Background: an optimization exercise with open tools, aiming at small area. Do not read the settings as production practice. Where RTL was checked, it was by simulation tests only, not by an equivalence proof against the original. For run 5, only the layout was checked, not whether the RTL still works. The clock port is modelled as an ideal driver; clocking choices that lean on that would not hold on a real chip. Power and IR drop assume default switching activity.

--- design/flow/flow/clk_resize.tcl ---
proc clk_worst_slew {} {
  estimate_parasitics -placement
  set worst 0
  foreach p [get_pins -hierarchical */CLK] {
    set s [get_property $p slew_max]
    if {$s > $worst} { set worst $s }
  }
  return $worst
}
set limit 0.122
set cands {}
foreach inst [get_cells *] {
  if {[get_property $inst ref_name] eq "sky130_fd_sc_hd__clkbuf_8"} {
    lappend cands $inst
  }
}
set n 0
puts "clk_resize: start worst [clk_worst_slew]"
foreach inst $cands {
  foreach {smaller larger} {sky130_fd_sc_hd__clkbuf_4 sky130_fd_sc_hd__clkbuf_8
                            sky130_fd_sc_hd__clkbuf_2 sky130_fd_sc_hd__clkbuf_4} {
    replace_cell $inst $smaller
    if {[clk_worst_slew] > $limit} {
      replace_cell $inst $larger
      break
    }
    incr n
  }
}
puts "clk_resize: [llength $cands] clkbuf_8, downsized $n, worst [clk_worst_slew]"
--- design/flow/standard.sh ---
#!/bin/bash
# synth_recipe.tcl (not shown) runs the flow's synth.tcl, then flattens the netlist and writes it again
# the make line also repeats each setting of config.mk as NAME=value (left out here)
make -C /OpenROAD-flow-scripts/flow DESIGN_CONFIG=/design/flow/config.mk WORK_HOME=/design/flow/orfs CLKGATE_MAP_FILE= SYNTH_SCRIPT=/design/flow/synth_recipe.tcl "${@:-finish}"
--- design/flow/constraint.sdc ---
create_clock -name core_clock -period 10.5 [get_ports {clock}]
set_input_delay 2.1000 -clock core_clock [delete_from_list [all_inputs] [get_ports {clock}]]
set_output_delay 2.1000 -clock core_clock [all_outputs]
set_load 0.01 [all_outputs]
--- design/flow/design.v ---
`timescale 1ns / 1ps
package glpw_pkg;
   typedef enum logic {
      CMD_START    = 1'b0,
      CMD_CONTINUE = 1'b1
   } command_type;
   typedef enum logic [1:0] {
      AXIS_VERTICAL   = 2'd0,
      AXIS_HORIZONTAL = 2'd1,
      AXIS_DIAGONAL   = 2'd2
   } axis_mode_type;
   typedef struct packed {
      logic stop_at_occupant;
      logic info_mode;
      logic pass_through;
   } walk_flags_type;
   typedef struct packed {
      logic projectable;
      logic believed_wall;
      logic occupied;
   } cell_status_type;
   localparam int LEN_W = 8;
   localparam int             CSR_DATA_W          = 32;
   localparam int             CSR_ADDR_W          = 3;
   localparam logic           CSR_IDX_RANGE_LIMIT = 1'b0;
   localparam logic [LEN_W-1:0] RANGE_LIMIT_RESET = 8'd20;
   function automatic int entry_width(input int coord_bits);
      entry_width = 12 + 8 * coord_bits;
   endfunction
endpackage
`timescale 1ns / 1ps
module grid_line_path_walker #(
   parameter int COORD_BITS = 8
) (
   input  logic                  clock,
   input  logic                  reset,
   input  logic                  req_valid,
   output logic                  req_stall,
   input  logic                  req_command,
   input  logic [COORD_BITS-1:0] req_start_y,
   input  logic [COORD_BITS-1:0] req_start_x,
   input  logic [COORD_BITS-1:0] req_end_y,
   input  logic [COORD_BITS-1:0] req_end_x,
   input  logic                  req_pass_through,
   input  logic                  req_info_mode,
   input  logic                  req_stop_at_occupant,
   input  logic                  req_cell_projectable,
   input  logic                  req_cell_believed_wall,
   input  logic                  req_cell_occupied,
   output logic                  rsp_valid,
   input  logic                  rsp_stall,
   output logic [COORD_BITS-1:0] rsp_grid_y,
   output logic [COORD_BITS-1:0] rsp_grid_x,
   output logic                  rsp_grid_valid,
   output logic                  rsp_path_done,
   output logic [glpw_pkg::LEN_W-1:0] rsp_path_length,
   input  logic                  csr_psel,
   input  logic                  csr_penable,
   input  logic                  csr_pwrite,
   input  logic [glpw_pkg::CSR_ADDR_W-1:0] csr_paddr,
   input  logic [glpw_pkg::CSR_DATA_W-1:0] csr_pwdata,
   output logic [glpw_pkg::CSR_DATA_W-1:0] csr_prdata,
   output logic                  csr_pready
);
   localparam int CB = COORD_BITS;
   localparam int LW = glpw_pkg::LEN_W;
   localparam logic [2:0] ST_IDLE = 3'd0;
   localparam logic [2:0] ST_CLR  = 3'd1;
   localparam logic [2:0] ST_S1   = 3'd2;
   localparam logic [2:0] ST_S2   = 3'd3;
   localparam logic [2:0] ST_S3   = 3'd4;
   localparam logic [2:0] ST_C1   = 3'd5;
   localparam logic [2:0] ST_C2   = 3'd6;
   localparam logic [2:0] ST_Z    = 3'd7;
   logic [LW-1:0] rl_ff, rln_ff;
   logic [CB-1:0] y_ff, x_ff;
   logic [LW-1:0] cl_ff;
   logic          vld_ff, gv_ff, dn_ff;
   localparam logic [7:0] POL = 8'b1010_1010;
   logic [CB-1:0] ap_ff, mp_ff, rp_ff, a_ff, m_ff, r_ff;
   logic [LW-1:0] sp_ff, s_ff;
   assign a_ff = ap_ff ^ POL;
   assign m_ff = mp_ff ^ POL;
   assign r_ff = rp_ff ^ POL;
   assign s_ff = sp_ff ^ POL;
   logic [2:0]    ph_ff, st_ff;
   logic          hm_ff, yd_ff, xd_ff, pt_ff, im_ff, so_ff, pk_ff;
   logic          mn_ff, rc_ff, yc_ff, xc_ff, cs_ff, cb_ff;
   assign csr_pready = 1'b1;
   assign csr_prdata = {{(32-LW){1'b0}}, ~(rln_ff | {LW{csr_paddr[2]}})};
   assign rl_ff      = ~rln_ff;
   always_ff @(posedge clock) begin
      if (reset) begin
         rln_ff <= ~glpw_pkg::RANGE_LIMIT_RESET;
      end else if (csr_psel && csr_penable && csr_pwrite && !csr_paddr[2]) begin
         rln_ff <= ~csr_pwdata[LW-1:0];
      end
   end
   logic first, last, idle, walking, stop, open_slot, accept;
   assign first     = (ph_ff == 3'd0);
   assign last      = (ph_ff == 3'd7);
   assign idle      = (st_ff == ST_IDLE);
   assign walking   = gv_ff && !dn_ff;
   assign stop      = (im_ff ? req_cell_believed_wall : !req_cell_projectable)
                      || (so_ff && req_cell_occupied);
   assign open_slot = idle && !vld_ff && last;
   assign accept    = open_slot && req_valid;
   assign req_stall       = !open_slot;
   assign rsp_valid       = vld_ff;
   assign rsp_grid_y      = y_ff;
   assign rsp_grid_x      = x_ff;
   assign rsp_grid_valid  = gv_ff;
   assign rsp_path_done   = dn_ff;
   assign rsp_path_length = cl_ff;
   logic A, M, R, S, Y, X, C, L, A1, M1;
   assign A  = a_ff[0];
   assign M  = m_ff[0];
   assign R  = r_ff[0];
   assign S  = s_ff[0];
   assign Y  = y_ff[0];
   assign X  = x_ff[0];
   assign C  = cl_ff[0];
   assign L  = rl_ff[ph_ff];
   assign A1 = !last && a_ff[1];
   assign M1 = !last && m_ff[1];
   logic ser_a, ser_m, ser_r, ser_s, ser_y, ser_x, ser_c;
   logic n_cb, n_mn, n_rc, n_yc, n_xc, n_cs;
   logic n_hm, n_yd, n_xd, n_pk, n_gv, n_dn, n_vld;
   logic [2:0] n_st;
   logic s_clr, s_s1, s_s2, s_s3, s_c1, s_c2, s_z;
   logic same, diag;
   logic rx1, rx2, rc0, rin;
   logic ystep0, xstep0, yin, xin, yzero;
   logic da, dm, bin_y, bin_x, na, nm;
   logic cin, I, sin, SN, cx, cz, bin, n_b;
   assign s_clr = (st_ff == ST_CLR);
   assign s_s1  = (st_ff == ST_S1);
   assign s_s2  = (st_ff == ST_S2);
   assign s_s3  = (st_ff == ST_S3);
   assign s_c1  = (st_ff == ST_C1);
   assign s_c2  = (st_ff == ST_C2);
   assign s_z   = (st_ff == ST_Z);
   assign same = !gv_ff;
   assign diag = !mn_ff;
   always_comb begin
      n_mn  = mn_ff;
      n_hm  = hm_ff;
      n_yd  = yd_ff;
      n_xd  = xd_ff;
      n_pk  = pk_ff;
      n_gv  = gv_ff;
      n_dn  = dn_ff;
      n_cs  = cs_ff;
      n_vld = vld_ff && rsp_stall;
      n_st  = st_ff;
      rx1 = R;
      rx2 = 1'b0;
      rc0 = 1'b0;
      if (s_s3) begin
         rx1 = A1;
         rx2 = M1;
         rc0 = A && M;
      end else if (s_c1) begin
         rx2 = M;
      end else if (s_c2) begin
         rx2 = mn_ff && !A;
         rc0 = mn_ff;
      end
      rin   = first ? rc0 : rc_ff;
      ser_r = rx1 ^ rx2 ^ rin;
      n_rc  = (rx1 && rx2) || (rin && (rx1 ^ rx2));
      ystep0 = ((s_s3 || s_c1) && !hm_ff) || (s_c2 && hm_ff && mn_ff);
      xstep0 = (s_s3 && (hm_ff || diag)) || (s_c1 && hm_ff) || (s_c2 && !hm_ff && mn_ff);
      yin    = first ? ystep0 : yc_ff;
      xin    = first ? xstep0 : xc_ff;
      yzero  = s_z;
      ser_y  = !yzero && (s_s1 ? R : (Y ^ (yin && !s_s2)));
      ser_x  = !yzero && (s_s1 ? S : (X ^ (xin && !s_s2)));
      n_yc   = s_s2 ? (yin || A) : (yin && (Y ^ yd_ff));
      n_xc   = s_s2 ? (xin || M) : (xin && (X ^ xd_ff));
      bin_y = !first && yd_ff;
      da    = A ^ R ^ bin_y;
      bin_x = !first && xd_ff;
      dm    = M ^ S ^ bin_x;
      na    = A ^ (yd_ff && yin);
      nm    = M ^ (xd_ff && xin);
      ser_a = A;
      ser_m = M;
      if (s_s1) begin
         ser_a = da;
         ser_m = dm;
         n_yd  = (!A && R) || (!(A ^ R) && bin_y);
         n_xd  = (!M && S) || (!(M ^ S) && bin_x);
         n_gv  = (!first && gv_ff) || da || dm;
      end else if (s_s2) begin
         ser_a = na;
         ser_m = nm;
         n_hm  = (!na && nm) || (!(na ^ nm) && !first && hm_ff);
         n_mn  = (!first && mn_ff) || (na ^ nm);
      end else if (s_s3) begin
         ser_a = hm_ff ? M : A;
         ser_m = hm_ff ? A : M;
      end
      cin   = s_c1 && (first || cs_ff);
      ser_c = s_clr ? 1'b0 : s_s3 ? (first && !same) : (C ^ cin);
      I     = first ? !(mn_ff && pk_ff) : ((ph_ff == 3'd1) && mn_ff && pk_ff);
      sin   = !first && cs_ff;
      SN    = S ^ I ^ sin;
      ser_s = s_s3 ? 1'b0 : s_c2 ? SN : S;
      if (s_c1) n_cs = cin && C;
      if (s_c2) n_cs = (S && I) || (sin && (S ^ I));
      cx  = s_c1 ? ser_r : SN;
      cz  = s_c1 ? A : L;
      bin = !first && cb_ff;
      n_b = (!cx && cz) || (!(cx ^ cz) && bin);
      n_cb = n_b;
      if (s_c2) n_gv = (first || gv_ff) && !(C ^ A);
      case (st_ff)
         ST_IDLE: begin
            if (accept) begin
               if (req_command == glpw_pkg::CMD_START) begin
                  n_st = ST_S1;
               end else if (walking && !stop) begin
                  n_st = ST_C1;
               end else begin
                  n_st = ST_Z;
               end
            end
         end
         ST_CLR: if (last) n_st = ST_IDLE;
         ST_S1:  if (last) n_st = ST_S2;
         ST_S2:  if (last) n_st = ST_S3;
         ST_S3: begin
            if (last) begin
               n_pk  = diag;
               n_mn  = 1'b0;
               n_st  = same ? ST_Z : ST_C2;
            end
         end
         ST_C1: begin
            if (last) begin
               n_mn = n_rc || !n_b;
               n_st = ST_C2;
            end
         end
         ST_C2: begin
            if (last) begin
               n_pk  = pk_ff ^ mn_ff;
               n_dn  = n_cs || !n_b || (!pt_ff && n_gv);
               n_gv  = 1'b1;
               n_vld = 1'b1;
               n_st  = ST_IDLE;
            end
         end
         default: begin  
            if (last) begin
               n_gv  = 1'b0;
               n_dn  = 1'b1;
               n_vld = 1'b1;
               n_st  = ST_IDLE;
            end
         end
      endcase
   end
   always_ff @(posedge clock) begin
      if (reset) begin
         ph_ff  <= '0;
         st_ff  <= ST_CLR;
         vld_ff <= 1'b0;
         gv_ff  <= 1'b0;
      end else begin
         ph_ff  <= ph_ff + 3'd1;
         st_ff  <= n_st;
         vld_ff <= n_vld;
         gv_ff  <= n_gv;
      end
   end
   always_ff @(posedge clock) begin
      dn_ff  <= n_dn;
      hm_ff  <= n_hm;
      yd_ff  <= n_yd;
      xd_ff  <= n_xd;
      pk_ff  <= n_pk;
      mn_ff  <= n_mn;
      cb_ff  <= n_cb;
      rc_ff  <= n_rc;
      yc_ff  <= n_yc;
      xc_ff  <= n_xc;
      cs_ff  <= n_cs;
      if (accept && req_command == glpw_pkg::CMD_START) begin
         pt_ff <= req_pass_through;
         im_ff <= req_info_mode;
         so_ff <= req_stop_at_occupant;
         ap_ff <= req_end_y ^ POL;
         mp_ff <= req_end_x ^ POL;
         rp_ff <= req_start_y ^ POL;
         sp_ff <= req_start_x ^ POL;
      end else begin
         ap_ff <= {ser_a, a_ff[CB-1:1]} ^ POL;
         mp_ff <= {ser_m, m_ff[CB-1:1]} ^ POL;
         rp_ff <= {ser_r, r_ff[CB-1:1]} ^ POL;
         sp_ff <= {ser_s, s_ff[LW-1:1]} ^ POL;
      end
      if (!idle) begin
         y_ff  <= {ser_y, y_ff[CB-1:1]};
         x_ff  <= {ser_x, x_ff[CB-1:1]};
         cl_ff <= {ser_c, cl_ff[LW-1:1]};
      end
   end
endmodule
--- design/flow/config.mk ---
export PLATFORM = sky130hd
export DESIGN_NAME = grid_line_path_walker
export DESIGN_NICKNAME = grid_line_path_walker
export VERILOG_FILES = /design/flow/design.v
export SDC_FILE = /design/flow/constraint.sdc
export NUM_CORES = 4
export LEC_CHECK = 0
export ABC_AREA = 1
export CAP_MARGIN = 20
export CORE_MARGIN = 2
export CORE_UTILIZATION = 40
export SLEW_MARGIN = 20
--- design/flow/flow/run.sh ---
#!/bin/bash
set -euo pipefail
bash standard.sh \
  "BUFFER_PORTS_ARGS=-buffer_cell sky130_fd_sc_hd__buf_1" \
  "CTS_ARGS=-sink_clustering_enable -repair_clock_nets -dont_use_dummy_load" \
  SKIP_REPAIR_TIE_FANOUT=1 \
  "POST_CTS_TCL=$(pwd)/flow/clk_resize.tcl" \
  finish > flow_make.log 2>&1
==> run_summary.xml, run 1 <==
<?xml version="1.0" encoding="UTF-8"?>
<metrics>
  <group name="cts">
    <metric name="clock_sink_count" unit="">86</metric>
    <metric name="clk_latency" unit="ns">0.50</metric>
    <metric name="clkSlewWorstSetupHoldPaths" unit="ns">0.10</metric>
    <metric name="clock_tree_from_tritoncts" unit="">done</metric>
  </group>
  <group name="grt">
    <metric name="first_global_vias" unit="">2806</metric>
    <metric name="globalRouteOverflowTotal" unit="">0</metric>
    <metric name="grt_start_max_net_pins" unit="">52</metric>
    <metric name="grt_first_pass_wirelength" unit="µm">12800</metric>
    <metric name="initial_antenna_violation_count" unit="">0</metric>
    <metric name="groute.usage.overall" unit="%">15.6</metric>
  </group>
  <group name="yosys">
    <metric name="synthDominantCellAreaShare" unit="%">28.0</metric>
    <metric name="mappedNetlistNets" unit="">508</metric>
    <metric name="post_synth_instance_area" unit="µm²">3860</metric>
    <metric name="synth_flop_cell" unit="">dfxtp_1</metric>
    <metric name="yosys_warnings" unit="">1</metric>
    <metric name="synthSimpleGateAreaFrac" unit="%">14.2</metric>
    <metric name="synth_compound_area_share" unit="%">12.3</metric>
    <metric name="yosys.area_share.xor_xnor" unit="%">0.908</metric>
    <metric name="synth_adder_area_share" unit="%">4.67</metric>
    <metric name="syn-mean-instance-area" unit="µm²">9.30</metric>
    <metric name="synth-edff-count" unit="">32</metric>
    <metric name="syn-instance-count" unit="">415</metric>
    <metric name="synthTopCellsByCount" unit="">nand2_1 (59), dfxtp_1 (54), inv_1 (41)</metric>
    <metric name="synth.distinct_cells" unit="">40</metric>
    <metric name="dominant_combinational_cell_family_by_area_after_synthesis" unit="">simple AND/OR/NAND/NOR gates</metric>
    <metric name="synth_top_cell_by_area" unit="">dfxtp_1</metric>
    <metric name="async_reset_ff_share" unit="%">0</metric>
    <metric name="synth.most_common_cell" unit="">nand2_1</metric>
    <metric name="synth-seq-area-share" unit="%">52.9</metric>
    <metric name="synth_seq_cells" unit="">86</metric>
    <metric name="yosys-top-cells-area" unit="">dfxtp_1 (28%), edfxtp_1 (25%), buf_4 (5.8%), nand2_1 (5.7%), o21ai_0 (5.1%)</metric>
    <metric name="yosys-mux-area-fraction" unit="%">3.11</metric>
  </group>
  <group name="critical_path">
    <metric name="ff2ff_setup_slack" unit="ns">7.06</metric>
    <metric name="reg2regPathDepth" unit="">14</metric>
    <metric name="reg2reg_launch_point" unit="">ph_ff[0]</metric>
    <metric name="cp_data_arrival_time" unit="ns">2.62</metric>
    <metric name="timing.critical_path.fanout_max" unit="">9</metric>
    <metric name="timing.critical_path.to_type" unit="">primary output</metric>
    <metric name="crit_path_start_kind" unit="">primary input</metric>
    <metric name="worstReg2RegEnd" unit="">mn_ff</metric>
    <metric name="worst-endpoint-required" unit="ns">8.40</metric>
    <metric name="timing.setup.critical_path_class" unit="">in2out</metric>
  </group>
  <group name="sta">
    <metric name="unrepaired_setup_endpoints_after_global_routing" unit="">false</metric>
    <metric name="maxSlewViolCount" unit="">0</metric>
    <metric name="layout_min_cycle_time" unit="ns">4.72</metric>
    <metric name="max_clock_freq" unit="MHz">212</metric>
    <metric name="fin_tns_setup" unit="ns">0</metric>
    <metric name="worst_case_clock_skew" unit="ns">0.0354</metric>
    <metric name="slew-limit-headroom" unit="%">49.7</metric>
    <metric name="layout_worst_path_cycle_share" unit="%">44.9</metric>
    <metric name="hold_viol_final" unit="">0</metric>
    <metric name="tightest_slew" unit="ns">0.752</metric>
    <metric name="finalSetupViolations" unit="">0</metric>
  </group>
  <group name="floorplan">
    <metric name="std_cell_rows" unit="">35</metric>
    <metric name="effective_utilization_at_floorplan" unit="%">41.5</metric>
    <metric name="floorplan.die.height" unit="µm">102</metric>
    <metric name="design.die.area" unit="µm²">10400</metric>
    <metric name="die-width" unit="µm">102</metric>
    <metric name="fp.coreArea" unit="µm²">9280</metric>
    <metric name="io-pin-count" unit="">142</metric>
  </group>
  <group name="route">
    <metric name="maxUsedRoutingLayer" unit="">met4</metric>
    <metric name="remaining_drc_errors" unit="">0</metric>
    <metric name="ant_nets" unit="">0</metric>
    <metric name="detail_route.iter0.violations" unit="">165</metric>
    <metric name="detail_route.wirelength.met1" unit="µm">3680</metric>
    <metric name="via_count" unit="">2894</metric>
    <metric name="wl_per_cell" unit="µm">12.6</metric>
    <metric name="routed_via_density" unit="">4.78</metric>
    <metric name="met3WireLength" unit="µm">483</metric>
    <metric name="met2_wirelength" unit="µm">3410</metric>
    <metric name="route.final.wire_length" unit="µm">7670</metric>
    <metric name="first_pass_iters" unit="">4</metric>
  </group>
  <group name="outcome">
    <metric name="run_status" unit="">timing/DRC/antenna clean</metric>
  </group>
  <group name="power_and_ir_drop">
    <metric name="design_power_total" unit="mW">0.717</metric>
    <metric name="peakVddDrop" unit="µV">73.7</metric>
    <metric name="leakagePower" unit="nW">1.65</metric>
    <metric name="power_density" unit="nW/µm²">172</metric>
  </group>
  <group name="layout">
    <metric name="fillers" unit="">942</metric>
    <metric name="nets" unit="">572</metric>
    <metric name="drive_gt1_share" unit="%">4.40</metric>
    <metric name="area.growth.synth_to_final" unit="%">8.08</metric>
    <metric name="diodes" unit="">0</metric>
  </group>
  <group name="place">
    <metric name="gp_routability_congestion" unit="">0.892</metric>
    <metric name="hpwlAfterDp" unit="µm">5650</metric>
    <metric name="port_buffers" unit="">90</metric>
  </group>
  <group name="worst_hold_path">
    <metric name="hold_path_startpoint" unit="">mp_ff[6]</metric>
    <metric name="worstHoldEndpoint" unit="">mp_ff[5]</metric>
    <metric name="min_path_cells" unit="">1</metric>
    <metric name="min-delay-path-class" unit="">reg2reg</metric>
  </group>
  <group name="flow_run">
    <metric name="maxCapViolations" unit="">0</metric>
  </group>
</metrics>
## metal layers
layer | vias up | GRT usage [%]
li1 | 1480 | -
met1 | 1315 | 21.1
met2 | 91 | 24.6
met3 | 8 | 3.83
met4 | 0 | 5.54
met5 | - | 0
## critical path, stage by stage
cell,delay [ns]
buf_1,0.29
nor2_1,0.09
buf_1,0.14
## sequential cells by signal, summed over array words and instances (netlist names), 3 cells and up
| signal | flops |
|---|---|
| mp_ff | 8 |
| x_ff | 8 |
| ap_ff | 8 |
| cl_ff | 8 |
| y_ff | 8 |
| rln_ff | 8 |
| ph_ff | 3 |
| rp_ff | 8 |
| st_ff | 3 |
| sp_ff | 8 |
## layout by cell type (no fill, tap or decap), drive strengths merged, types with 2 or more instances in the layout
cell type / instances
xor2: 2
nand2: 60
ha: 8
a21oi: 21
or2: 2
nand3: 13
conb: 2
inv: 46
edfxtp: 32
xnor2: 2
nor3: 4
mux2i: 12
nand4: 5
o211ai: 2
dfxtp: 54
buf: 91
a31oi: 2
o221ai: 4
nor2: 41
o21ai: 50
clkbuf: 9
fa: 4
## power by group
group,switching (mW),leakage [nW],internal [mW]
Sequential,0.0310,0.805,0.417
Combinational,0.0776,0.800,0.0493
Clock,0.0968,0.0461,0.0455
## layout make-up
| type | instances | area, µm² | area share (%) |
|---|---|---|---|
| inverters | 47 | 176 | 4.23 |
| repair buffers | 91 | 345 | 8.28 |
| clock buffers | 9 | 77.6 | 1.86 |
| multi-input cells | 244 | 1370 | 32.8 |
| well taps | 129 | 161 | 3.87 |
| flip-flops and latches | 86 | 2040 | 49.0 |
## logic make-up (layout without fill, tap and decap cells)
group / Yosys count / in the layout
AND/OR/NAND/NOR: 128 / 128
AO/OA/AOI/OAI: 86 / 86
other: 2 / 2
adder cells (fa/ha/maj): 12 / 12
buffers and inverters: 85 / 147
multiplexers: 12 / 12
XOR/XNOR: 4 / 4
flip-flops: 86 / 86
## worst max path at each step
stage / startpoint / endpoint / slack [ns] / cells past startpoint
2_1_floorplan: csr_paddr[2] / csr_prdata[0] / 5.96 / 2
3_3_place_gp: csr_paddr[2] / csr_prdata[2] / 5.82 / 3
3_5_place_dp: csr_paddr[2] / csr_prdata[6] / 5.80 / 3
5_1_grt: csr_paddr[2] / csr_prdata[2] / 5.75 / 3
6_report: csr_paddr[2] / csr_prdata[6] / 5.78 / 3
## per-stage QoR
| stage | utilization, % | area, µm² | instances | hold WS (ns) | worst slack (ns) |
|---|---|---|---|---|---|
| after floorplan | - | 3860 | 415 | 0.387 | 5.96 |
| after global placement | 44.1 | 4090 | 597 | 0.393 | 5.82 |
| after detailed placement | 44.1 | 4090 | 597 | 0.396 | 5.80 |
| after global routing | 44.9 | 4170 | 606 | 0.420 | 5.75 |
| final | 44.9 | 4170 | 606 | 0.406 | 5.78 |
==> run 2, diff against run 1 <==
--- a/design/flow/flow/run.sh
+++ b/design/flow/flow/run.sh
@@ -1,4 +1,12 @@
 #!/bin/bash
+# Standard layout (the standard.sh; standard synthesis unchanged) with
+# these changes: each port gets the smallest buffer (buf_1) instead of the
+# default port buffer cell; clock tree synthesis adds no dummy loads and its
+# buffers are then sized down while every flip-flop clock pin keeps its slew
+# under 115 ps (flow/clk_resize.tcl, run as ORFS's POST_CTS_TCL hook); and
+# the constant outputs share one tie cell each for 0 and 1 (tie fanout repair
+# skipped). make's full output goes to flow_make.log here; ORFS keeps
+# per-step logs in orfs/logs.
 set -euo pipefail
 bash standard.sh \
   "BUFFER_PORTS_ARGS=-buffer_cell sky130_fd_sc_hd__buf_1" \
--- a/design/flow/flow/clk_resize.tcl
+++ b/design/flow/flow/clk_resize.tcl
@@ -7,7 +7,7 @@
   }
   return $worst
 }
-set limit 0.122
+set limit 0.115
 set cands {}
 foreach inst [get_cells *] {
   if {[get_property $inst ref_name] eq "sky130_fd_sc_hd__clkbuf_8"} {
==> run 2 against run 1 <==
Net effect: still clean on timing, DRC and antenna; first-iteration DRC count down 3.0%; clock power up 8%; total power up 1.5%; clock-buffer cell count unchanged; worst hold slack worse by 0.0043 ns; maximum frequency about the same; clock skew down 0.0013 ns; sequential share of layout area down 0.18 points; critical endpoint unchanged; largest cell class unchanged; highest routed layer unchanged.
==> run_summary.xml, run 2 <==
<?xml version="1.0" encoding="UTF-8"?>
<metrics>
  <group name="floorplan">
    <metric name="fp.coreArea" unit="µm²">9280</metric>
    <metric name="io-pin-count" unit="">142</metric>
    <metric name="effective_utilization_at_floorplan" unit="%">41.5</metric>
    <metric name="die-width" unit="µm">102</metric>
    <metric name="floorplan.die.height" unit="µm">102</metric>
    <metric name="std_cell_rows" unit="">35</metric>
    <metric name="design.die.area" unit="µm²">10400</metric>
  </group>
  <group name="grt">
    <metric name="globalRouteOverflowTotal" unit="">0</metric>
    <metric name="initial_antenna_violation_count" unit="">0</metric>
    <metric name="grt_first_pass_wirelength" unit="µm">12800</metric>
    <metric name="grt_start_max_net_pins" unit="">52</metric>
    <metric name="groute.usage.overall" unit="%">15.6</metric>
    <metric name="first_global_vias" unit="">2814</metric>
  </group>
  <group name="yosys">
    <metric name="syn-instance-count" unit="">415</metric>
    <metric name="synth.distinct_cells" unit="">40</metric>
    <metric name="synth_flop_cell" unit="">dfxtp_1</metric>
    <metric name="yosys-top-cells-area" unit="">dfxtp_1 (28%), edfxtp_1 (25%), buf_4 (5.8%), nand2_1 (5.7%), o21ai_0 (5.1%)</metric>
    <metric name="yosys.area_share.xor_xnor" unit="%">0.908</metric>
    <metric name="synth_seq_cells" unit="">86</metric>
    <metric name="yosys_warnings" unit="">1</metric>
    <metric name="synth.most_common_cell" unit="">nand2_1</metric>
    <metric name="synth_top_cell_by_area" unit="">dfxtp_1</metric>
    <metric name="synth-edff-count" unit="">32</metric>
    <metric name="mappedNetlistNets" unit="">508</metric>
    <metric name="synthTopCellsByCount" unit="">nand2_1 (59), dfxtp_1 (54), inv_1 (41)</metric>
    <metric name="synthDominantCellAreaShare" unit="%">28.0</metric>
    <metric name="async_reset_ff_share" unit="%">0</metric>
    <metric name="post_synth_instance_area" unit="µm²">3860</metric>
    <metric name="yosys-mux-area-fraction" unit="%">3.11</metric>
    <metric name="synth_compound_area_share" unit="%">12.3</metric>
    <metric name="synth-seq-area-share" unit="%">52.9</metric>
    <metric name="dominant_combinational_cell_family_by_area_after_synthesis" unit="">simple AND/OR/NAND/NOR gates</metric>
    <metric name="synth_adder_area_share" unit="%">4.67</metric>
    <metric name="synthSimpleGateAreaFrac" unit="%">14.2</metric>
    <metric name="syn-mean-instance-area" unit="µm²">9.30</metric>
  </group>
  <group name="sta">
    <metric name="slew-limit-headroom" unit="%">50.2</metric>
    <metric name="layout_worst_path_cycle_share" unit="%">44.9</metric>
    <metric name="layout_min_cycle_time" unit="ns">4.71</metric>
    <metric name="worst_case_clock_skew" unit="ns">0.0341</metric>
    <metric name="hold_viol_final" unit="">0</metric>
    <metric name="tightest_slew" unit="ns">0.745</metric>
    <metric name="unrepaired_setup_endpoints_after_global_routing" unit="">false</metric>
    <metric name="max_clock_freq" unit="MHz">212</metric>
    <metric name="fin_tns_setup" unit="ns">0</metric>
    <metric name="finalSetupViolations" unit="">0</metric>
    <metric name="finalWorstSetupSlack" unit="ns">5.79</metric>
    <metric name="maxSlewViolCount" unit="">0</metric>
  </group>
  <group name="route">
    <metric name="route.final.wire_length" unit="µm">7660</metric>
    <metric name="ant_nets" unit="">0</metric>
    <metric name="wl_per_cell" unit="µm">12.6</metric>
    <metric name="remaining_drc_errors" unit="">0</metric>
    <metric name="detail_route.iter0.violations" unit="">160</metric>
    <metric name="via_count" unit="">2896</metric>
    <metric name="first_pass_iters" unit="">7</metric>
    <metric name="routed_via_density" unit="">4.78</metric>
  </group>
  <group name="worst_hold_path">
    <metric name="hold_path_startpoint" unit="">mp_ff[6]</metric>
    <metric name="min-delay-path-class" unit="">reg2reg</metric>
  </group>
  <group name="layout">
    <metric name="final_common_cell" unit="">buf_1</metric>
    <metric name="nets" unit="">572</metric>
    <metric name="layout.cells.most_common_list" unit="">buf_1 (90), nand2_1 (59), dfxtp_1 (54)</metric>
    <metric name="diodes" unit="">0</metric>
    <metric name="drive_gt1_share" unit="%">4.40</metric>
    <metric name="finalCoreUtilization" unit="%">45.1</metric>
    <metric name="area.growth.synth_to_final" unit="%">8.47</metric>
  </group>
  <group name="cts">
    <metric name="clock_sink_count" unit="">86</metric>
    <metric name="clkSlewWorstSetupHoldPaths" unit="ns">0.11</metric>
    <metric name="clock_tree_from_tritoncts" unit="">done</metric>
    <metric name="clk_latency" unit="ns">0.42</metric>
  </group>
  <group name="critical_path">
    <metric name="timing.setup.critical_path_class" unit="">in2out</metric>
    <metric name="cp_data_arrival_time" unit="ns">2.61</metric>
    <metric name="reg2reg_launch_point" unit="">ph_ff[0]</metric>
    <metric name="worstSetupStartpoint" unit="">csr_paddr[2]</metric>
    <metric name="worst-endpoint-required" unit="ns">8.40</metric>
    <metric name="timing.critical_path.to_type" unit="">primary output</metric>
    <metric name="crit_path_start_kind" unit="">primary input</metric>
    <metric name="timing.critical_path.fanout_max" unit="">9</metric>
  </group>
  <group name="flow_run">
    <metric name="maxCapViolations" unit="">0</metric>
  </group>
  <group name="place">
    <metric name="port_buffers" unit="">90</metric>
    <metric name="detailedPlace.worstSlack" unit="ns">5.80</metric>
    <metric name="gp_routability_congestion" unit="">0.892</metric>
    <metric name="hpwlAfterDp" unit="µm">5650</metric>
  </group>
  <group name="power_and_ir_drop">
    <metric name="power_density" unit="nW/µm²">174</metric>
    <metric name="leakagePower" unit="nW">1.66</metric>
    <metric name="design_power_total" unit="mW">0.728</metric>
    <metric name="peakVddDrop" unit="µV">73.8</metric>
  </group>
  <group name="outcome">
    <metric name="run_status" unit="">timing/DRC/antenna clean</metric>
  </group>
</metrics>
==> run 2: cell types whose count changed in the layout (fill, tap and decap cells not counted) <==
cell      change
clkbuf_2      -1
clkbuf_8      +2
clkbuf_4      -1
==> run 2: metal layers <==
| layer | wire (µm) | track usage [%] |
|---|---|---|
| met5 | 0 | 0 |
| met4 | 96 | 5.54 |
| met3 | 458 | 3.83 |
| met2 | 3410 | 24.7 |
| met1 | 3700 | 21.0 |
==> run 2: critical path: stages <==
cell	delay, ns
buf_1	0.29
nor2_1	0.09
buf_1	0.14
==> run 2: final timing paths <==
kind	slack, ns	endpoint	cells after the start
worst max-delay path	5.79	csr_prdata[6]	3
worst min-delay path	0.40	mp_ff[5]	1
worst max register to register	7.08	mn_ff	14
worst min register to register	0.40	mp_ff[5]	1
==> run 2: power breakdown <==
group	switching (mW)	total [mW]	internal [mW]	leakage, nW
sequential	0.0309	0.448	0.417	0.805
clock	0.0967	0.153	0.0560	0.0518
combinational	0.0777	0.127	0.0493	0.800
==> run 2: cells by family (layout without fill, tap and decap cells) <==
group                      count (synthesis)  in the layout
AOI/OAI and AO/OA                         86             86
buffers and inverters                     85            147
and+or+nand+nor                          128            128
DFF                                       86             86
other                                      2              2
muxes                                     12             12
xor gates and xnor gates                   4              4
adders and majority gates                 12             12
==> run 2: area by class of cell <==
type | count | area (µm²)
Clock buffer | 9 | 92.6
Fill cell | 939 | 5100
Inverter | 47 | 176
Multi-Input combinational cell | 244 | 1370
Sequential cell | 86 | 2040
Tap cell | 129 | 161
Timing Repair Buffer | 91 | 345
==> run 2: through the flow <==
| step | std cells | hold WS, ns | cell area [µm²] |
|---|---|---|---|
| floorplan | 415 | 0.387 | 3860 |
| global placement | 597 | 0.393 | 4090 |
| detailed placement | 597 | 0.396 | 4090 |
| global route | 606 | 0.420 | 4180 |
| finish | 606 | 0.402 | 4180 |
==> run 3, diff against run 2 <==
--- a/design/flow/config.mk
+++ b/design/flow/config.mk
@@ -8,5 +8,5 @@
 export ABC_AREA = 1
 export CAP_MARGIN = 20
 export CORE_MARGIN = 2
-export CORE_UTILIZATION = 40
+export CORE_UTILIZATION = 55
 export SLEW_MARGIN = 20
==> run 3 against run 2 <==
Net effect: global-route usage rose by 6.1 points; flip-flop and latch count stayed put; sequential share of layout area up 0.67 points; still clean on timing, DRC and antenna; critical path type unchanged; clock power shrank 8%; largest power group unchanged; clock-buffer cell count did not move; sequential power about the same; utilization is 16 points higher; routed wire length grew 2.2%.
==> run_summary.xml, run 3 <==
<?xml version="1.0" encoding="UTF-8"?>
<metrics>
  <group name="layout">
    <metric name="nets" unit="">572</metric>
    <metric name="drive_gt1_share" unit="%">4.40</metric>
    <metric name="area.growth.synth_to_final" unit="%">7.01</metric>
    <metric name="final_common_cell" unit="">buf_1</metric>
    <metric name="layout.cells.most_common_list" unit="">buf_1 (90), nand2_1 (59), dfxtp_1 (54)</metric>
    <metric name="layoutNonFillerInstCount" unit="">573</metric>
    <metric name="diodes" unit="">0</metric>
  </group>
  <group name="critical_path">
    <metric name="crit_path_start_kind" unit="">primary input</metric>
    <metric name="cp_data_arrival_time" unit="ns">2.60</metric>
    <metric name="worst-endpoint-required" unit="ns">8.40</metric>
    <metric name="timing.setup.critical_path_class" unit="">in2out</metric>
    <metric name="timing.critical_path.to_type" unit="">primary output</metric>
    <metric name="timing.critical_path.fanout_max" unit="">9</metric>
  </group>
  <group name="cts">
    <metric name="clock_sink_count" unit="">86</metric>
    <metric name="clk_latency" unit="ns">0.49</metric>
    <metric name="clkSlewWorstSetupHoldPaths" unit="ns">0.11</metric>
    <metric name="clock_tree_from_tritoncts" unit="">done</metric>
  </group>
  <group name="sta">
    <metric name="finalSetupViolations" unit="">0</metric>
    <metric name="slew-limit-headroom" unit="%">48.9</metric>
    <metric name="maxSlewViolCount" unit="">0</metric>
    <metric name="layout_min_cycle_time" unit="ns">4.70</metric>
    <metric name="layout_worst_path_cycle_share" unit="%">44.7</metric>
    <metric name="max_clock_freq" unit="MHz">213</metric>
    <metric name="hold_viol_final" unit="">0</metric>
    <metric name="worst_case_clock_skew" unit="ns">0.0290</metric>
    <metric name="unrepaired_setup_endpoints_after_global_routing" unit="">false</metric>
    <metric name="worst_slack_on_hold_paths" unit="ns">0.405</metric>
    <metric name="tightest_slew" unit="ns">0.763</metric>
    <metric name="fin_tns_setup" unit="ns">0</metric>
  </group>
  <group name="flow_run">
    <metric name="maxCapViolations" unit="">0</metric>
  </group>
  <group name="yosys">
    <metric name="post_synth_instance_area" unit="µm²">3860</metric>
    <metric name="synth.distinct_cells" unit="">40</metric>
    <metric name="synthTopCellsByCount" unit="">nand2_1 (59), dfxtp_1 (54), inv_1 (41)</metric>
    <metric name="yosys-top-cells-area" unit="">dfxtp_1 (28%), edfxtp_1 (25%), buf_4 (5.8%), nand2_1 (5.7%), o21ai_0 (5.1%)</metric>
    <metric name="synth_flop_cell" unit="">dfxtp_1</metric>
    <metric name="synth-edff-count" unit="">32</metric>
    <metric name="synth_top_cell_by_area" unit="">dfxtp_1</metric>
    <metric name="synth-seq-area-share" unit="%">52.9</metric>
    <metric name="mappedNetlistNets" unit="">508</metric>
    <metric name="synth_seq_cells" unit="">86</metric>
    <metric name="yosys_warnings" unit="">1</metric>
    <metric name="synthDominantCellAreaShare" unit="%">28.0</metric>
    <metric name="syn-mean-instance-area" unit="µm²">9.30</metric>
    <metric name="syn-instance-count" unit="">415</metric>
    <metric name="synth.most_common_cell" unit="">nand2_1</metric>
    <metric name="async_reset_ff_share" unit="%">0</metric>
  </group>
  <group name="floorplan">
    <metric name="design.die.area" unit="µm²">7700</metric>
    <metric name="std_cell_rows" unit="">30</metric>
    <metric name="io-pin-count" unit="">142</metric>
    <metric name="fp.coreArea" unit="µm²">6790</metric>
    <metric name="effective_utilization_at_floorplan" unit="%">56.8</metric>
    <metric name="floorplan.die.height" unit="µm">87.7</metric>
    <metric name="die-width" unit="µm">87.7</metric>
  </group>
  <group name="outcome">
    <metric name="run_status" unit="">timing/DRC/antenna clean</metric>
  </group>
  <group name="power_and_ir_drop">
    <metric name="netSwitchingPower" unit="mW">0.206</metric>
    <metric name="power_density" unit="nW/µm²">174</metric>
    <metric name="internal_power" unit="mW">0.513</metric>
    <metric name="peakVddDrop" unit="µV">119</metric>
    <metric name="leakagePower" unit="nW">1.65</metric>
    <metric name="comb_power_share" unit="%">18.0</metric>
    <metric name="power.share.switching" unit="%">28.6</metric>
    <metric name="clkPwrFrac" unit="%">19.7</metric>
    <metric name="power_frac_seq" unit="%">62.4</metric>
  </group>
  <group name="worst_hold_path">
    <metric name="min-delay-path-class" unit="">reg2reg</metric>
  </group>
  <group name="place">
    <metric name="gp_routability_congestion" unit="">0.918</metric>
    <metric name="port_buffers" unit="">90</metric>
    <metric name="hpwlAfterDp" unit="µm">5780</metric>
    <metric name="place.detailed.instances" unit="">564</metric>
  </group>
  <group name="grt">
    <metric name="initial_antenna_violation_count" unit="">0</metric>
    <metric name="globalRouteOverflowTotal" unit="">0</metric>
    <metric name="grt_first_pass_wirelength" unit="µm">12600</metric>
    <metric name="groute.usage.overall" unit="%">21.8</metric>
    <metric name="first_global_vias" unit="">2668</metric>
    <metric name="grt_start_max_net_pins" unit="">52</metric>
  </group>
  <group name="route">
    <metric name="wl_per_cell" unit="µm">13.7</metric>
    <metric name="remaining_drc_errors" unit="">0</metric>
    <metric name="ant_nets" unit="">0</metric>
    <metric name="detail_route.iter0.violations" unit="">165</metric>
    <metric name="route.final.wire_length" unit="µm">7830</metric>
    <metric name="first_pass_iters" unit="">4</metric>
    <metric name="via_count" unit="">2941</metric>
    <metric name="routed_via_density" unit="">5.13</metric>
  </group>
</metrics>
## run 3: cell counts after synthesis
Identical to the previous run, type by type.
## run 3: path summary, 6_finish.rpt
kind / end / slack, ns / depth (start not counted) / startpoint
worst max register to register: mn_ff / 7.02 / 14 / ph_ff[0]
worst min-delay path: mp_ff[2] / 0.40 / 1 / mp_ff[3]
worst min register to register: mp_ff[2] / 0.40 / 1 / mp_ff[3]
worst max-delay path: csr_prdata[5] / 5.80 / 3 / csr_paddr[2]
## run 3: logic make-up (layout without fill, tap and decap cells)
family / after synthesis / in the layout / synth area share [%]
other: 2 / 2 / 0.195
flip-flops: 86 / 86 / 52.9
XOR/XNOR: 4 / 4 / 0.908
AO/OA/AOI/OAI: 86 / 86 / 12.3
adder cells (fa/ha/maj): 12 / 12 / 4.67
buffers and inverters: 85 / 147 / 11.6
AND/OR/NAND/NOR: 128 / 128 / 14.2
multiplexers: 12 / 12 / 3.11
## run 3: worst max-delay path, stage by stage
cell and delay (ns):
buf_1 0.28, nor2_1 0.08, buf_1 0.14
## run 3: per-stage QoR
step | setup slack (ns) | util (%) | instance area (µm²) | total power [mW]
floorplan | 5.96 | - | 3860 | 0.542
global placement | 5.84 | 59.6 | 4050 | 0.581
detailed placement | 5.80 | 59.6 | 4050 | 0.584
global route | 5.73 | 60.8 | 4130 | 0.759
finish | 5.80 | 60.8 | 4130 | 0.719
## run 3: per-layer routing
| layer | global-route usage [%] | wire (µm) |
|---|---|---|
| met1 | 29.7 | 3510 |
| met2 | 34.3 | 3680 |
| met3 | 4.43 | 505 |
| met4 | 8.39 | 138 |
| met5 | 0 | 0 |
## run 3: power by group through the flow
| stage | Clock [mW] | Sequential [mW] | Combinational [mW] |
|---|---|---|---|
| final | 0.141 | 0.448 | 0.129 |
| after global routing | 0.158 | 0.456 | 0.145 |
| after detailed placement | 0 | 0.455 | 0.129 |
| after global placement | 0 | 0.454 | 0.127 |
| after floorplan | 0 | 0.464 | 0.0778 |
## run 3: final cells by class
class / instances / area [µm²]
fillers: 626 / 2670
flip-flops and latches: 86 / 2040
multi-input cells: 244 / 1370
repair buffers: 91 / 345
inverters: 47 / 176
well taps: 96 / 120
clock buffers: 9 / 77.6
==> run 4, diff against run 3 <==
--- a/design/flow/flow/run.sh
+++ b/design/flow/flow/run.sh
@@ -10,7 +10,7 @@
 set -euo pipefail
 bash standard.sh \
   "BUFFER_PORTS_ARGS=-buffer_cell sky130_fd_sc_hd__buf_1" \
-  "CTS_ARGS=-sink_clustering_enable -repair_clock_nets -dont_use_dummy_load" \
+  "CTS_ARGS=-repair_clock_nets -dont_use_dummy_load -buf_list {sky130_fd_sc_hd__clkbuf_8 sky130_fd_sc_hd__clkbuf_16}" \
   SKIP_REPAIR_TIE_FANOUT=1 \
   "POST_CTS_TCL=$(pwd)/flow/clk_resize.tcl" \
   finish > flow_make.log 2>&1
==> run 4 against run 3 <==
Net effect: first-iteration DRC count is the same; sequential share of layout area is the same; highest routed layer unchanged; worst hold slack stayed put; critical endpoint unchanged; sequential power about the same.
==> run_summary.xml, run 4 <==
<?xml version="1.0" encoding="UTF-8"?>
<metrics>
  <group name="sta">
    <metric name="slew-limit-headroom" unit="%">48.9</metric>
    <metric name="finalSetupViolations" unit="">0</metric>
    <metric name="unrepaired_setup_endpoints_after_global_routing" unit="">false</metric>
    <metric name="maxSlewViolCount" unit="">0</metric>
    <metric name="worst_case_clock_skew" unit="ns">0.0290</metric>
    <metric name="fin_tns_setup" unit="ns">0</metric>
    <metric name="layout_worst_path_cycle_share" unit="%">44.7</metric>
    <metric name="max_clock_freq" unit="MHz">213</metric>
    <metric name="tightest_slew" unit="ns">0.763</metric>
    <metric name="layout_min_cycle_time" unit="ns">4.70</metric>
    <metric name="hold_viol_final" unit="">0</metric>
  </group>
  <group name="yosys">
    <metric name="async_reset_ff_share" unit="%">0</metric>
    <metric name="synthSimpleGateAreaFrac" unit="%">14.2</metric>
    <metric name="synth_flop_cell" unit="">dfxtp_1</metric>
    <metric name="synth.distinct_cells" unit="">40</metric>
    <metric name="syn-mean-instance-area" unit="µm²">9.30</metric>
    <metric name="yosys-mux-area-fraction" unit="%">3.11</metric>
    <metric name="synthTopCellsByCount" unit="">nand2_1 (59), dfxtp_1 (54), inv_1 (41)</metric>
    <metric name="yosys-top-cells-area" unit="">dfxtp_1 (28%), edfxtp_1 (25%), buf_4 (5.8%), nand2_1 (5.7%), o21ai_0 (5.1%)</metric>
    <metric name="post_synth_instance_area" unit="µm²">3860</metric>
    <metric name="syn-instance-count" unit="">415</metric>
    <metric name="yosys.area_share.xor_xnor" unit="%">0.908</metric>
    <metric name="synthDominantCellAreaShare" unit="%">28.0</metric>
    <metric name="synth-edff-count" unit="">32</metric>
    <metric name="synth-seq-area-share" unit="%">52.9</metric>
    <metric name="yosys_warnings" unit="">1</metric>
    <metric name="mappedNetlistNets" unit="">508</metric>
    <metric name="synth_seq_cells" unit="">86</metric>
    <metric name="synth.most_common_cell" unit="">nand2_1</metric>
    <metric name="synth_adder_area_share" unit="%">4.67</metric>
    <metric name="dominant_combinational_cell_family_by_area_after_synthesis" unit="">simple AND/OR/NAND/NOR gates</metric>
    <metric name="synth_top_cell_by_area" unit="">dfxtp_1</metric>
    <metric name="synth_compound_area_share" unit="%">12.3</metric>
  </group>
  <group name="flow_run">
    <metric name="maxCapViolations" unit="">0</metric>
  </group>
  <group name="layout">
    <metric name="area.sequential" unit="µm²">2040</metric>
    <metric name="nets" unit="">572</metric>
    <metric name="diodes" unit="">0</metric>
    <metric name="multi_input_comb_area" unit="µm²">1370</metric>
    <metric name="finalInstanceArea" unit="µm²">4130</metric>
    <metric name="drive_gt1_share" unit="%">4.40</metric>
    <metric name="layout.cells.most_common_list" unit="">buf_1 (90), nand2_1 (59), dfxtp_1 (54)</metric>
    <metric name="fillers" unit="">626</metric>
    <metric name="final_common_cell" unit="">buf_1</metric>
    <metric name="area.growth.synth_to_final" unit="%">7.01</metric>
  </group>
  <group name="power_and_ir_drop">
    <metric name="power.share.switching" unit="%">28.6</metric>
    <metric name="leakagePower" unit="nW">1.65</metric>
    <metric name="power_density" unit="nW/µm²">174</metric>
    <metric name="comb_power_share" unit="%">18.0</metric>
    <metric name="netSwitchingPower" unit="mW">0.206</metric>
    <metric name="internal_power" unit="mW">0.513</metric>
    <metric name="clkPwrFrac" unit="%">19.7</metric>
    <metric name="peakVddDrop" unit="µV">119</metric>
    <metric name="design_power_total" unit="mW">0.719</metric>
    <metric name="power_frac_seq" unit="%">62.4</metric>
  </group>
  <group name="route">
    <metric name="first_pass_iters" unit="">4</metric>
    <metric name="wl_per_cell" unit="µm">13.7</metric>
    <metric name="ant_nets" unit="">0</metric>
    <metric name="routed_via_density" unit="">5.13</metric>
    <metric name="via_count" unit="">2941</metric>
    <metric name="detail_route.iter0.violations" unit="">165</metric>
    <metric name="route.final.wire_length" unit="µm">7830</metric>
    <metric name="remaining_drc_errors" unit="">0</metric>
  </group>
  <group name="floorplan">
    <metric name="design.die.area" unit="µm²">7700</metric>
    <metric name="die-width" unit="µm">87.7</metric>
    <metric name="effective_utilization_at_floorplan" unit="%">56.8</metric>
    <metric name="floorplan.die.height" unit="µm">87.7</metric>
    <metric name="fp.coreArea" unit="µm²">6790</metric>
    <metric name="std_cell_rows" unit="">30</metric>
    <metric name="io-pin-count" unit="">142</metric>
  </group>
  <group name="cts">
    <metric name="clock_sink_count" unit="">86</metric>
    <metric name="clk_latency" unit="ns">0.49</metric>
    <metric name="clock_tree_from_tritoncts" unit="">done</metric>
    <metric name="clkSlewWorstSetupHoldPaths" unit="ns">0.11</metric>
  </group>
  <group name="critical_path">
    <metric name="crit_path_start_kind" unit="">primary input</metric>
    <metric name="timing.critical_path.to_type" unit="">primary output</metric>
    <metric name="timing.critical_path.fanout_max" unit="">9</metric>
    <metric name="cp_data_arrival_time" unit="ns">2.60</metric>
    <metric name="worst-endpoint-required" unit="ns">8.40</metric>
    <metric name="timing.setup.critical_path_class" unit="">in2out</metric>
    <metric name="reg2regPathDepth" unit="">14</metric>
  </group>
  <group name="worst_hold_path">
    <metric name="min-delay-path-class" unit="">reg2reg</metric>
    <metric name="min_path_cells" unit="">1</metric>
  </group>
  <group name="place">
    <metric name="placement.cell_area" unit="µm²">4050</metric>
    <metric name="hpwlAfterDp" unit="µm">5780</metric>
    <metric name="gp_routability_congestion" unit="">0.918</metric>
    <metric name="port_buffers" unit="">90</metric>
  </group>
  <group name="outcome">
    <metric name="run_status" unit="">timing/DRC/antenna clean</metric>
  </group>
  <group name="grt">
    <metric name="first_global_vias" unit="">2668</metric>
    <metric name="initial_antenna_violation_count" unit="">0</metric>
    <metric name="grt_first_pass_wirelength" unit="µm">12600</metric>
    <metric name="grt_start_max_net_pins" unit="">52</metric>
    <metric name="globalRouteOverflowTotal" unit="">0</metric>
    <metric name="groute.usage.overall" unit="%">21.8</metric>
  </group>
</metrics>
[run 4: cell counts in the layout (fill, tap and decap cells not counted)]
No cell type changed its count.
[run 4: path summary, 6_finish.rpt]
kind | from | end | slack, ns
setup / recovery | csr_paddr[2] | csr_prdata[5] | 5.80
hold / removal | mp_ff[3] | mp_ff[2] | 0.40
setup reg to reg | ph_ff[0] | mn_ff | 7.02
hold reg to reg | mp_ff[3] | mp_ff[2] | 0.40
[run 4: cell type report]
class	instances	area share [%]
Sequential cell	86	49.5
Multi-Input combinational cell	244	33.1
Timing Repair Buffer	91	8.37
Inverter	47	4.27
Tap cell	96	2.91
Clock buffer	9	1.88
[run 4: kinds of logic after synthesis]
logic type      Yosys count
buf+inv                  85
compound gates           86
other cells               2
flops                    86
fa+ha+maj                12
simple gates            128
xor+xnor                  4
mux                      12
[run 4: worst max-delay path: stages]
cell and delay [ns]:
buf_1 0.28, nor2_1 0.08, buf_1 0.14
[run 4: per-layer routing]
metal	track usage (%)	wire (µm)	vias up
li1	-	-	1493
met1	29.7	3510	1356
met2	34.3	3680	79
met3	4.43	505	13
met4	8.39	138	0
met5	0	0	-
[run 4: per-stage QoR]
step                      hold WS, ns  setup slack [ns]  utilization, %  cells
after floorplan                 0.387              5.96               -    415
after global placement          0.390              5.84            59.6    564
after detailed placement        0.392              5.80            59.6    564
after global routing            0.426              5.73            60.8    573
final                           0.405              5.80            60.8    573
[run 4: power by group through the flow]
| stage | sequential (mW) | combinational (mW) | clock, mW |
|---|---|---|---|
| final | 0.448 | 0.129 | 0.141 |
| after detailed placement | 0.455 | 0.129 | 0 |
| after global placement | 0.454 | 0.127 | 0 |
| after floorplan | 0.464 | 0.0778 | 0 |
| after global routing | 0.456 | 0.145 | 0.158 |
==> run 5, diff against run 4 <==
--- a/design/flow/design.v
+++ b/design/flow/design.v
@@ -85,7 +85,7 @@
    assign s_ff = sp_ff ^ POL;
    logic [2:0]    ph_ff, st_ff;
    logic          hm_ff, yd_ff, xd_ff, pt_ff, im_ff, so_ff, pk_ff;
-   logic          mn_ff, rc_ff, yc_ff, xc_ff, cs_ff, cb_ff;
+   logic          mn_ff, rc_ff, yc_ff, xc_ff, cs_ff, cb_ff, cc_ff;
    assign csr_pready = 1'b1;
    assign csr_prdata = {{(32-LW){1'b0}}, ~(rln_ff | {LW{csr_paddr[2]}})};
    assign rl_ff      = ~rln_ff;
@@ -123,8 +123,10 @@
    assign L  = rl_ff[ph_ff];
    assign A1 = !last && a_ff[1];
    assign M1 = !last && m_ff[1];
+   assign R1 = !last && r_ff[1];
+   assign S1 = !last && s_ff[1];
    logic ser_a, ser_m, ser_r, ser_s, ser_y, ser_x, ser_c;
-   logic n_cb, n_mn, n_rc, n_yc, n_xc, n_cs;
+   logic n_cc, n_cb, n_mn, n_rc, n_yc, n_xc, n_cs;
    logic n_hm, n_yd, n_xd, n_pk, n_gv, n_dn, n_vld;
    logic [2:0] n_st;
    logic s_clr, s_s1, s_s2, s_s3, s_c1, s_c2, s_z;
@@ -132,7 +134,8 @@
    logic rx1, rx2, rc0, rin;
    logic ystep0, xstep0, yin, xin, yzero;
    logic da, dm, bin_y, bin_x, na, nm;
-   logic cin, I, sin, SN, cx, cz, bin, n_b;
+   logic cin, I, sin, SN, cx, cz, bin, n_b, sx1, sx2, sc0, n_sc;
+   logic R1, S1;
    assign s_clr = (st_ff == ST_CLR);
    assign s_s1  = (st_ff == ST_S1);
    assign s_s2  = (st_ff == ST_S2);
@@ -150,16 +153,23 @@
       n_pk  = pk_ff;
       n_gv  = gv_ff;
       n_dn  = dn_ff;
-      n_cs  = cs_ff;
       n_vld = vld_ff && rsp_stall;
       n_st  = st_ff;
       rx1 = R;
       rx2 = 1'b0;
       rc0 = 1'b0;
-      if (s_s3) begin
-         rx1 = A1;
-         rx2 = M1;
-         rc0 = A && M;
+      if (s_s1) begin
+         rx1 = A;
+         rx2 = !R;
+         rc0 = 1'b1;
+      end else if (s_s2) begin
+         rx1 = 1'b0;
+         rx2 = R ^ yd_ff;
+         rc0 = yd_ff;
+      end else if (s_s3) begin
+         rx1 = R1;
+         rx2 = S1;
+         rc0 = R && S;
       end else if (s_c1) begin
          rx2 = M;
       end else if (s_c2) begin
@@ -169,46 +179,51 @@
       rin   = first ? rc0 : rc_ff;
       ser_r = rx1 ^ rx2 ^ rin;
       n_rc  = (rx1 && rx2) || (rin && (rx1 ^ rx2));
+      sx1 = S;
+      sx2 = 1'b0;
+      sc0 = 1'b0;
+      if (s_s1) begin
+         sx1 = M;
+         sx2 = !S;
+         sc0 = 1'b1;
+      end else if (s_s2) begin
+         sx1 = 1'b0;
+         sx2 = S ^ xd_ff;
+         sc0 = xd_ff;
+      end else if (s_s3) begin
+         sx1 = 1'b0;
+      end else if (s_c2) begin
+         sx2 = first && mn_ff && pk_ff;
+         sc0 = 1'b1;
+      end
+      sin   = first ? sc0 : cs_ff;
+      SN    = sx1 ^ sx2 ^ sin;
+      n_sc  = (sx1 && sx2) || (sin && (sx1 ^ sx2));
+      ser_s = SN;
       ystep0 = ((s_s3 || s_c1) && !hm_ff) || (s_c2 && hm_ff && mn_ff);
       xstep0 = (s_s3 && (hm_ff || diag)) || (s_c1 && hm_ff) || (s_c2 && !hm_ff && mn_ff);
       yin    = first ? ystep0 : yc_ff;
       xin    = first ? xstep0 : xc_ff;
-      yzero  = s_z;
-      ser_y  = !yzero && (s_s1 ? R : (Y ^ (yin && !s_s2)));
-      ser_x  = !yzero && (s_s1 ? S : (X ^ (xin && !s_s2)));
-      n_yc   = s_s2 ? (yin || A) : (yin && (Y ^ yd_ff));
-      n_xc   = s_s2 ? (xin || M) : (xin && (X ^ xd_ff));
-      bin_y = !first && yd_ff;
-      da    = A ^ R ^ bin_y;
-      bin_x = !first && xd_ff;
-      dm    = M ^ S ^ bin_x;
-      na    = A ^ (yd_ff && yin);
-      nm    = M ^ (xd_ff && xin);
-      ser_a = A;
-      ser_m = M;
+      ser_y  = !s_z && (s_s1 ? R : (Y ^ yin));
+      ser_x  = !s_z && (s_s1 ? S : (X ^ xin));
+      n_yc   = yin && (Y ^ yd_ff);
+      n_xc   = xin && (X ^ xd_ff);
+      ser_a = s_s3 ? (hm_ff ? S : R) : A;
+      ser_m = s_s3 ? (hm_ff ? R : S) : M;
       if (s_s1) begin
-         ser_a = da;
-         ser_m = dm;
-         n_yd  = (!A && R) || (!(A ^ R) && bin_y);
-         n_xd  = (!M && S) || (!(M ^ S) && bin_x);
-         n_gv  = (!first && gv_ff) || da || dm;
+         n_gv = (!first && gv_ff) || ser_r || SN;
+         if (last) begin
+            n_yd = !n_rc;
+            n_xd = !n_sc;
+         end
       end else if (s_s2) begin
-         ser_a = na;
-         ser_m = nm;
-         n_hm  = (!na && nm) || (!(na ^ nm) && !first && hm_ff);
-         n_mn  = (!first && mn_ff) || (na ^ nm);
-      end else if (s_s3) begin
-         ser_a = hm_ff ? M : A;
-         ser_m = hm_ff ? A : M;
+         n_hm = (!ser_r && SN) || (!(ser_r ^ SN) && !first && hm_ff);
+         n_mn = (!first && mn_ff) || (ser_r ^ SN);
       end
-      cin   = s_c1 && (first || cs_ff);
+      cin   = s_c1 && (first || cc_ff);
       ser_c = s_clr ? 1'b0 : s_s3 ? (first && !same) : (C ^ cin);
-      I     = first ? !(mn_ff && pk_ff) : ((ph_ff == 3'd1) && mn_ff && pk_ff);
-      sin   = !first && cs_ff;
-      SN    = S ^ I ^ sin;
-      ser_s = s_s3 ? 1'b0 : s_c2 ? SN : S;
-      if (s_c1) n_cs = cin && C;
-      if (s_c2) n_cs = (S && I) || (sin && (S ^ I));
+      n_cs  = n_sc;
+      n_cc  = cin && C;
       cx  = s_c1 ? ser_r : SN;
       cz  = s_c1 ? A : L;
       bin = !first && cb_ff;
@@ -246,7 +261,7 @@
          ST_C2: begin
             if (last) begin
                n_pk  = pk_ff ^ mn_ff;
-               n_dn  = n_cs || !n_b || (!pt_ff && n_gv);
+               n_dn  = n_sc || !n_b || (!pt_ff && n_gv);
                n_gv  = 1'b1;
                n_vld = 1'b1;
                n_st  = ST_IDLE;
@@ -282,6 +297,7 @@
       xd_ff  <= n_xd;
       pk_ff  <= n_pk;
       mn_ff  <= n_mn;
+      cc_ff  <= n_cc;
       cb_ff  <= n_cb;
       rc_ff  <= n_rc;
       yc_ff  <= n_yc;
--- a/design/flow/flow/run.sh
+++ b/design/flow/flow/run.sh
@@ -10,7 +10,7 @@
 set -euo pipefail
 bash standard.sh \
   "BUFFER_PORTS_ARGS=-buffer_cell sky130_fd_sc_hd__buf_1" \
-  "CTS_ARGS=-repair_clock_nets -dont_use_dummy_load -buf_list {sky130_fd_sc_hd__clkbuf_8 sky130_fd_sc_hd__clkbuf_16}" \
+  "CTS_ARGS=-sink_clustering_enable -repair_clock_nets -dont_use_dummy_load" \
   SKIP_REPAIR_TIE_FANOUT=1 \
   "POST_CTS_TCL=$(pwd)/flow/clk_resize.tcl" \
   finish > flow_make.log 2>&1
==> run 5 against run 4 <==
Net effect: largest power group unchanged; via count fell by 3.3%; still clean; critical endpoint is now csr_prdata[6]; critical path type unchanged; total power rose by 4.9%; setup slack gained 0.0057 ns; final area grew 0.24%; cell count is 2.3% lower.
==> run_summary.xml, run 5 <==
<?xml version="1.0" encoding="UTF-8"?>
<metrics>
  <group name="layout">
    <metric name="final_common_cell" unit="">buf_1</metric>
    <metric name="fillers" unit="">626</metric>
    <metric name="layoutNonFillerInstCount" unit="">560</metric>
    <metric name="layout.cells.most_common_list" unit="">buf_1 (90), dfxtp_1 (55), nand2_1 (49)</metric>
    <metric name="drive_gt1_share" unit="%">6.90</metric>
    <metric name="diodes" unit="">0</metric>
    <metric name="area.growth.synth_to_final" unit="%">6.68</metric>
    <metric name="nets" unit="">555</metric>
    <metric name="finalInstanceArea" unit="µm²">4140</metric>
  </group>
  <group name="flow_run">
    <metric name="maxCapViolations" unit="">0</metric>
  </group>
  <group name="yosys">
    <metric name="synth_top_cell_by_area" unit="">dfxtp_1</metric>
    <metric name="synth-edff-count" unit="">32</metric>
    <metric name="synth_flop_cell" unit="">dfxtp_1</metric>
    <metric name="synth-seq-area-share" unit="%">53.2</metric>
    <metric name="synthDominantCellAreaShare" unit="%">28.4</metric>
    <metric name="post_synth_instance_area" unit="µm²">3880</metric>
    <metric name="syn-mean-instance-area" unit="µm²">9.60</metric>
    <metric name="synthTopCellsByCount" unit="">dfxtp_1 (55), nand2_1 (49), nor2_1 (38)</metric>
    <metric name="async_reset_ff_share" unit="%">0</metric>
    <metric name="synth.distinct_cells" unit="">43</metric>
    <metric name="mappedNetlistNets" unit="">493</metric>
    <metric name="synth.most_common_cell" unit="">dfxtp_1</metric>
    <metric name="yosys_warnings" unit="">1</metric>
    <metric name="synth_seq_cells" unit="">87</metric>
    <metric name="yosys-top-cells-area" unit="">dfxtp_1 (28%), edfxtp_1 (25%), buf_4 (6.0%), nand2_1 (4.7%), o21ai_0 (4.5%)</metric>
    <metric name="syn-instance-count" unit="">404</metric>
  </group>
  <group name="critical_path">
    <metric name="timing.critical_path.to_type" unit="">primary output</metric>
    <metric name="crit_path_start_kind" unit="">primary input</metric>
    <metric name="path_delay_family" unit="">buffers and inverters</metric>
    <metric name="worstSetupStartpoint" unit="">csr_paddr[2]</metric>
    <metric name="reg2reg_launch_point" unit="">st_ff[2]</metric>
    <metric name="timing.setup.critical_path_class" unit="">in2out</metric>
    <metric name="timing.critical_path.fanout_max" unit="">9</metric>
    <metric name="cp_data_arrival_time" unit="ns">2.59</metric>
    <metric name="critical_path.cell_chain" unit="">buf_1 -&gt; nor2_1 -&gt; buf_1</metric>
    <metric name="max_stage_delay" unit="ns">0.28</metric>
    <metric name="critical-path-top-cell-by-count" unit="">buf_1</metric>
    <metric name="worst-endpoint-required" unit="ns">8.40</metric>
    <metric name="crit_path_top_delay_cell" unit="">buf_1</metric>
    <metric name="path_buf_inv" unit="">2</metric>
  </group>
  <group name="floorplan">
    <metric name="fp.coreArea" unit="µm²">6790</metric>
    <metric name="effective_utilization_at_floorplan" unit="%">57.1</metric>
    <metric name="io-pin-count" unit="">142</metric>
    <metric name="die-width" unit="µm">88.0</metric>
    <metric name="design.die.area" unit="µm²">7740</metric>
    <metric name="std_cell_rows" unit="">30</metric>
    <metric name="floorplan.die.height" unit="µm">88.0</metric>
  </group>
  <group name="place">
    <metric name="placement.cell_area" unit="µm²">4040</metric>
    <metric name="gp_routability_congestion" unit="">0.959</metric>
    <metric name="detailedPlace.worstSlack" unit="ns">5.81</metric>
    <metric name="hpwlAfterDp" unit="µm">5520</metric>
    <metric name="place.detailed.instances" unit="">551</metric>
    <metric name="port_buffers" unit="">90</metric>
  </group>
  <group name="sta">
    <metric name="layout_min_cycle_time" unit="ns">4.69</metric>
    <metric name="slew-limit-headroom" unit="%">56.5</metric>
    <metric name="hold_viol_final" unit="">0</metric>
    <metric name="layout_worst_path_cycle_share" unit="%">44.7</metric>
    <metric name="worst_slack_on_hold_paths" unit="ns">0.402</metric>
    <metric name="worst_case_clock_skew" unit="ns">0.0366</metric>
    <metric name="tightest_slew" unit="ns">0.653</metric>
    <metric name="unrepaired_setup_endpoints_after_global_routing" unit="">false</metric>
    <metric name="maxSlewViolCount" unit="">0</metric>
    <metric name="fin_tns_setup" unit="ns">0</metric>
    <metric name="finalSetupViolations" unit="">0</metric>
    <metric name="finalWorstSetupSlack" unit="ns">5.81</metric>
    <metric name="max_clock_freq" unit="MHz">213</metric>
  </group>
  <group name="cts">
    <metric name="clk_latency" unit="ns">0.54</metric>
    <metric name="clock_tree_from_tritoncts" unit="">done</metric>
    <metric name="clock_sink_count" unit="">87</metric>
    <metric name="clkSlewWorstSetupHoldPaths" unit="ns">0.09</metric>
  </group>
  <group name="power_and_ir_drop">
    <metric name="peakVddDrop" unit="µV">90.8</metric>
    <metric name="netSwitchingPower" unit="mW">0.219</metric>
    <metric name="leakagePower" unit="nW">1.74</metric>
    <metric name="internal_power" unit="mW">0.535</metric>
    <metric name="comb_power_share" unit="%">18.6</metric>
    <metric name="clkPwrFrac" unit="%">21.1</metric>
    <metric name="power.share.switching" unit="%">29.1</metric>
    <metric name="power_density" unit="nW/µm²">182</metric>
    <metric name="power_frac_seq" unit="%">60.3</metric>
  </group>
  <group name="grt">
    <metric name="globalRouteOverflowTotal" unit="">0</metric>
    <metric name="initial_antenna_violation_count" unit="">0</metric>
    <metric name="grt_start_max_net_pins" unit="">36</metric>
    <metric name="groute.usage.overall" unit="%">21.0</metric>
    <metric name="grt_first_pass_wirelength" unit="µm">12200</metric>
    <metric name="first_global_vias" unit="">2639</metric>
  </group>
  <group name="route">
    <metric name="maxUsedRoutingLayer" unit="">met4</metric>
    <metric name="ant_nets" unit="">0</metric>
    <metric name="routed_via_density" unit="">5.08</metric>
    <metric name="remaining_drc_errors" unit="">0</metric>
    <metric name="first_pass_iters" unit="">4</metric>
    <metric name="detail_route.wirelength.met1" unit="µm">3390</metric>
    <metric name="met3WireLength" unit="µm">510</metric>
    <metric name="route.final.wire_length" unit="µm">7540</metric>
    <metric name="wl_per_cell" unit="µm">13.5</metric>
    <metric name="via_count" unit="">2845</metric>
    <metric name="detail_route.iter0.violations" unit="">176</metric>
    <metric name="met2_wirelength" unit="µm">3500</metric>
  </group>
  <group name="worst_hold_path">
    <metric name="min-delay-path-class" unit="">reg2reg</metric>
    <metric name="hold_path_startpoint" unit="">ap_ff[2]</metric>
  </group>
  <group name="outcome">
    <metric name="run_status" unit="">timing/DRC/antenna clean</metric>
  </group>
</metrics>
run 5: logic make-up after synthesis:
group / Yosys count / share of synthesized area, %
simple gates: 123 / 15.3
compound gates: 87 / 12.1
flops: 87 / 53.2
buf+inv: 80 / 12.0
mux: 12 / 3.10
fa+ha+maj: 8 / 2.97
xor+xnor: 5 / 1.13
other cells: 2 / 0.194
run 5: cell type report:
type                    instances  area (µm²)  area share [%]
flip-flops and latches         87        2060            49.8
well taps                      96         120            2.90
clock buffers                   9        96.3            2.33
repair buffers                 90         338            8.16
inverters                      41         171            4.14
multi-input cells             237        1350            32.6
run 5: per-layer routing:
layer / vias up / GRT usage, %
li1: 1451 / -
met5: - / 0
met4: 0 / 9.65
met2: 98 / 32.7
met3: 11 / 6.69
met1: 1285 / 26.8
run 5: power by group through the flow:
stage / combinational, mW / clock [mW] / sequential (mW)
floorplan: 0.0885 / 0 / 0.471
global placement: 0.139 / 0 / 0.462
detailed placement: 0.141 / 0 / 0.464
global route: 0.160 / 0.176 / 0.463
finish: 0.140 / 0.159 / 0.455
run 5: through the flow:
stage | total power, mW | utilization [%]
after floorplan | 0.560 | -
after global placement | 0.601 | 59.5
after detailed placement | 0.605 | 59.5
after global routing | 0.799 | 60.9
final | 0.754 | 60.9
run 5: path summary, 6_finish.rpt:
path	endpoint	slack (ns)	cells after the start
max reg2reg	mn_ff	7.26	12
max	csr_prdata[6]	5.81	3
min reg2reg	ap_ff[1]	0.40	1
min	ap_ff[1]	0.40	1

[what the ideal ports hide]
In the flow no input, the clock included, has a driving cell. The finished layouts below were timed again as built, in two steps.
Step 1 assumes that a clkbuf_16 drives the clock port and a buf_2 every other input.
Step 2 also shifts input and output timing later by t, the mid clock arrival at the registers, as if the neighbouring blocks saw the same clock.
Three values: no drivers, after step 1, after step 2; two values: the first two.
run	shift t [ns]	setup WS [ns]
run 1	0.506	5.785 / 5.761 / 5.761
run 2	0.433	5.787 / 5.763 / 5.763
run 3	0.504	5.803 / 5.781 / 5.781
run 4	0.504	5.803 / 5.781 / 5.781
run 5	0.545	5.809 / 5.780 / 5.780
After both steps every run listed still meets setup and hold.
